Context: an optimization exercise on an open-source flow, tuned for small area, a short achievable clock period and few clock cycles. The choices shown serve that exercise and are no tape-out recipe. Only simulation tests tie the RTL to the original design; equivalence was not proved.

==> inputs of job 3486 <==
==> flow/design.v (excerpt) <==
module palette_pixel_unpacker #(
  parameter int PALETTE_DEPTH = 64
) (
  input  logic              clk,
  input  logic              rst_n,
  input  logic              cfg_we,
  input  logic [2:0]        cfg_index,
  input  logic [ppu_pkg::CFG_DW-1:0] cfg_data,
  input  logic              in_valid,
  output logic              in_ready,
  input  logic              in_mode,
  input  logic [7:0]        in_data_byte,
  input  logic [7:0]        in_palette_index,
  input  logic [31:0]       in_palette_color,
  output logic              out_valid,
  input  logic              out_ready,
  output logic [31:0]       out_pixel_value,
  output logic [ppu_pkg::ADDRESS_BITS-1:0] out_pixel_address,
  output logic              out_last_of_run,
  output logic              out_end_of_image
);
clock: 5.5 ns
lec_check: 0
abc_area: 1
abc_clock_period_in_ps: 3000
cap_margin: 20
core_margin: 2
core_utilization: 55
place_density: 0.65
setup_slack_margin: 2.9
slew_margin: 20
synth_memory_max_bits: 16384
standard.sh (not shown) runs the stock make flow with config.mk's settings and CLKGATE_MAP_FILE= SYNTH_SCRIPT=/design/flow/synth_recipe.tcl, a recipe that flattens the netlist after the stock synthesis.
==> flow/flow/run.sh <==
#!/bin/bash
# Layout: the standard flow (standard.sh, unchanged synthesis, floorplan,
# power grid and tap cells) with two changes made through ORFS variables:
#  - every input and output port still gets a buffer, but a buf_4 instead of
#    the default (a slow delay cell);
#  - clock tree: sink clusters of up to 25 sinks within 80 um, no dummy loads.
# ORFS writes each step's full log under orfs/logs; make's own output goes to
# standard.log.
set -euo pipefail
bash standard.sh \
  'BUFFER_PORTS_ARGS=-buffer_cell sky130_fd_sc_hd__buf_4' \
  'CTS_ARGS=-sink_clustering_enable -repair_clock_nets -dont_use_dummy_load -sink_clustering_size 25 -sink_clustering_max_diameter 80' \
  finish > standard.log 2>&1
==> job 657 (differences from job 3486) <==
--- a/flow/design.v
+++ b/flow/design.v
@@ -61,13 +61,13 @@
   logic        h_vld, h_pw;
   logic [5:0]  h_idx;
   logic [31:0] h_dat;
   logic          wb_vld, wb_land;
   logic [5:0]    wb_idx;
   logic [31:0]   wb_dat;
-  logic [NR-1:0] wb_ring, wb_keep;    
+  logic [NR-1:0] wb_ring;
   logic [1:0]  phase_r;
   logic        dcomp;        
   logic [23:0] partial_r;
   logic          u_vld, u_byp, u_zero, u_last;
   logic [2:0]    u_cnt;
   logic [5:0]    u_idx;
@@ -118,24 +118,21 @@
     if (!rst_n) begin
       in_ready_r <= 1'b1;
       h_vld      <= 1'b0;
       wb_vld     <= 1'b0;
       wb_land    <= 1'b0;
       wb_ring    <= '0;
-      wb_keep    <= '1;
       rot_r      <= '0;
       r1_oh      <= K'(2);
     end else begin
       h_vld      <= h_vld_nx;
       wb_vld     <= wb_vld_nx;
       wb_land    <= land_nx;
       for (int m = 0; m < NR; m++) begin
         wb_ring[m] <= h_to_wb ? (land_h && (h_idx[5:KB] == (6-KB)'(m)))
                               : (land_w && (wb_idx[5:KB] == (6-KB)'(m)));
-        wb_keep[m] <= h_to_wb ? !(land_h && (h_idx[5:KB] == (6-KB)'(m)))
-                              : !(land_w && (wb_idx[5:KB] == (6-KB)'(m)));
       end
       rot_r      <= rot_r + KB'(1);
       r1_oh      <= {r1_oh[K-2:0], r1_oh[K-1]};
       in_ready_r <= !h_vld_nx || (!u_vld_nx && (h_pw_nx ? (!wb_vld_nx || land_nx) : fidx));
     end
   end
@@ -152,13 +149,13 @@
       wb_dat <= h_dat;
     end
   end
   always_ff @(posedge clk) begin
     for (int m = 0; m < NR; m++) begin
       for (int p = 1; p < K; p++) pal[m*K+p] <= pal[m*K+p-1];
-      pal[m*K] <= ({32{wb_ring[m]}} & wb_dat) | ({32{wb_keep[m]}} & pal[m*K+K-1]);
+      pal[m*K] <= wb_ring[m] ? wb_dat : pal[m*K+K-1];
     end
   end
   function automatic logic [9:0] last_index(input logic [10:0] v);
     last_index = ((v == '0) || (v > ppu_pkg::DIM_MAX)) ? 10'd1023 : 10'(v - 11'd1);
   endfunction
   logic [9:0] cfg_li;
@@ -344,14 +341,14 @@
       if (cfg_w) col_end <= cfg_spec ? (&col_r) : ({1'b0, col_r} + 11'd1 >= cfg_data);
       if (cfg_h) row_end <= cfg_spec ? (&row_r) : ({1'b0, row_r} + 11'd1 >= cfg_data);
     end
   end
   always_ff @(posedge clk) begin
     o_addr <= ({AW{o_load}} & (base_r + AW'(col_r))) | ({AW{!o_load}} & o_addr);
-    o_last <= (o_load & (!u_issue | u_last)) | (!o_load & o_last);
-    o_eoi  <= (o_load & col_end & row_end) | (!o_load & o_eoi);
+    o_last <= (o_load && (!u_issue || u_last)) || (!o_load && o_last);
+    o_eoi  <= (o_load && col_end && row_end) || (!o_load && o_eoi);
   end
   assign in_ready          = in_ready_r;
   assign out_valid         = o_vld;
   assign out_pixel_value   = o_pix;
   assign out_pixel_address = o_addr;
   assign out_last_of_run   = o_last;
==> flow/flow/run.sh (replaced) <==
#!/bin/bash
# Layout: the standard flow (standard.sh, unchanged synthesis, floorplan,
# power grid and tap cells) with two changes made through ORFS variables:
#  - every input and output port still gets a buffer, but a buf_4 instead of
#    the default (a slow delay cell);
#  - clock tree: sink clusters of up to 30 sinks within 80 um, no dummy loads.
# ORFS writes each step's full log under orfs/logs; make's own output goes to
# standard.log.
set -euo pipefail
bash standard.sh \
  'BUFFER_PORTS_ARGS=-buffer_cell sky130_fd_sc_hd__buf_4' \
  'CTS_ARGS=-sink_clustering_enable -repair_clock_nets -dont_use_dummy_load -sink_clustering_size 30 -sink_clustering_max_diameter 80' \
  finish > standard.log 2>&1
==> flow/config.mk (replaced) <==
export PLATFORM = sky130hd
export DESIGN_NAME = palette_pixel_unpacker
export DESIGN_NICKNAME = palette_pixel_unpacker
export VERILOG_FILES = /design/flow/design.v
export SDC_FILE = /design/flow/constraint.sdc
export NUM_CORES = 8
export LEC_CHECK = 0
export ABC_CLOCK_PERIOD_IN_PS = 3000
export CAP_MARGIN = 20
export CORE_MARGIN = 2
export CORE_UTILIZATION = 55
export PLACE_DENSITY = 0.65
export SETUP_SLACK_MARGIN = 3.1
export SLEW_MARGIN = 20
export SYNTH_MEMORY_MAX_BITS = 16384
==> results.json <==
{
  "p_seq_mw": 17.9,
  "outcome": "finished clean",
  "nNetsFinal": 5993,
  "fillCellCount": 9701,
  "grt_antenna_before_repair": 7,
  "wirelength_mm": 218,
  "reg2reg_from": "u_place[7]",
  "dpl.hpwl_mm": 114,
  "synth_compound_area_frac": 0.161,
  "grt_pass1_wl_mm": 312,
  "yosys.area_share.adder": 0.0103,
  "fmaxAchievable_mhz": 387
}
-- figures above: job 657

==> results.json <==
{
  "outcome": "finished clean",
  "fillCellCount": 11600,
  "fmaxAchievable_mhz": 379,
  "reg2reg_from": "u_place[3]",
  "dpl.hpwl_mm": 126,
  "p_seq_mw": 18.9,
  "nNetsFinal": 7843,
  "yosys.area_share.adder": 0.0100,
  "synth_compound_area_frac": 0.104
}
-- figures above: job 3486

Testbench counts of job 3486, summed over its fixed seeds: cycles 10,549.
Testbench counts of job 657, summed over its fixed seeds: cycles 10,549.

[static timing again, ports no longer ideal]
The flow's constraints put no driver on any port. The routed layouts listed below were extracted and timed again, unchanged, in two steps. Step 1 assumes that a clkbuf_16 drives the clock port and a buf_2 every other input. Step 2 times the ports against the registers' clock, not the clock port: input delays grow and output delays shrink by t, the midpoint of the rising clock arrivals with the driver on. Three values: ideal, step 1, step 2; two values: the first two.
| run | t (ns) | slack for setup (ns) | pins driven straight from the clock port |
|---|---|---|---|
| job 3486 | 0.809 | 2.859 / 2.859 / 2.248 | 1 |
| job 657 | 0.800 | 2.918 / 2.913 / 2.195 | 1 |
After both steps every run listed still meets setup and hold. For job 657, which loses most, drivers alone change the setup slack by -0.005 ns; drivers and shift together by -0.723 ns.
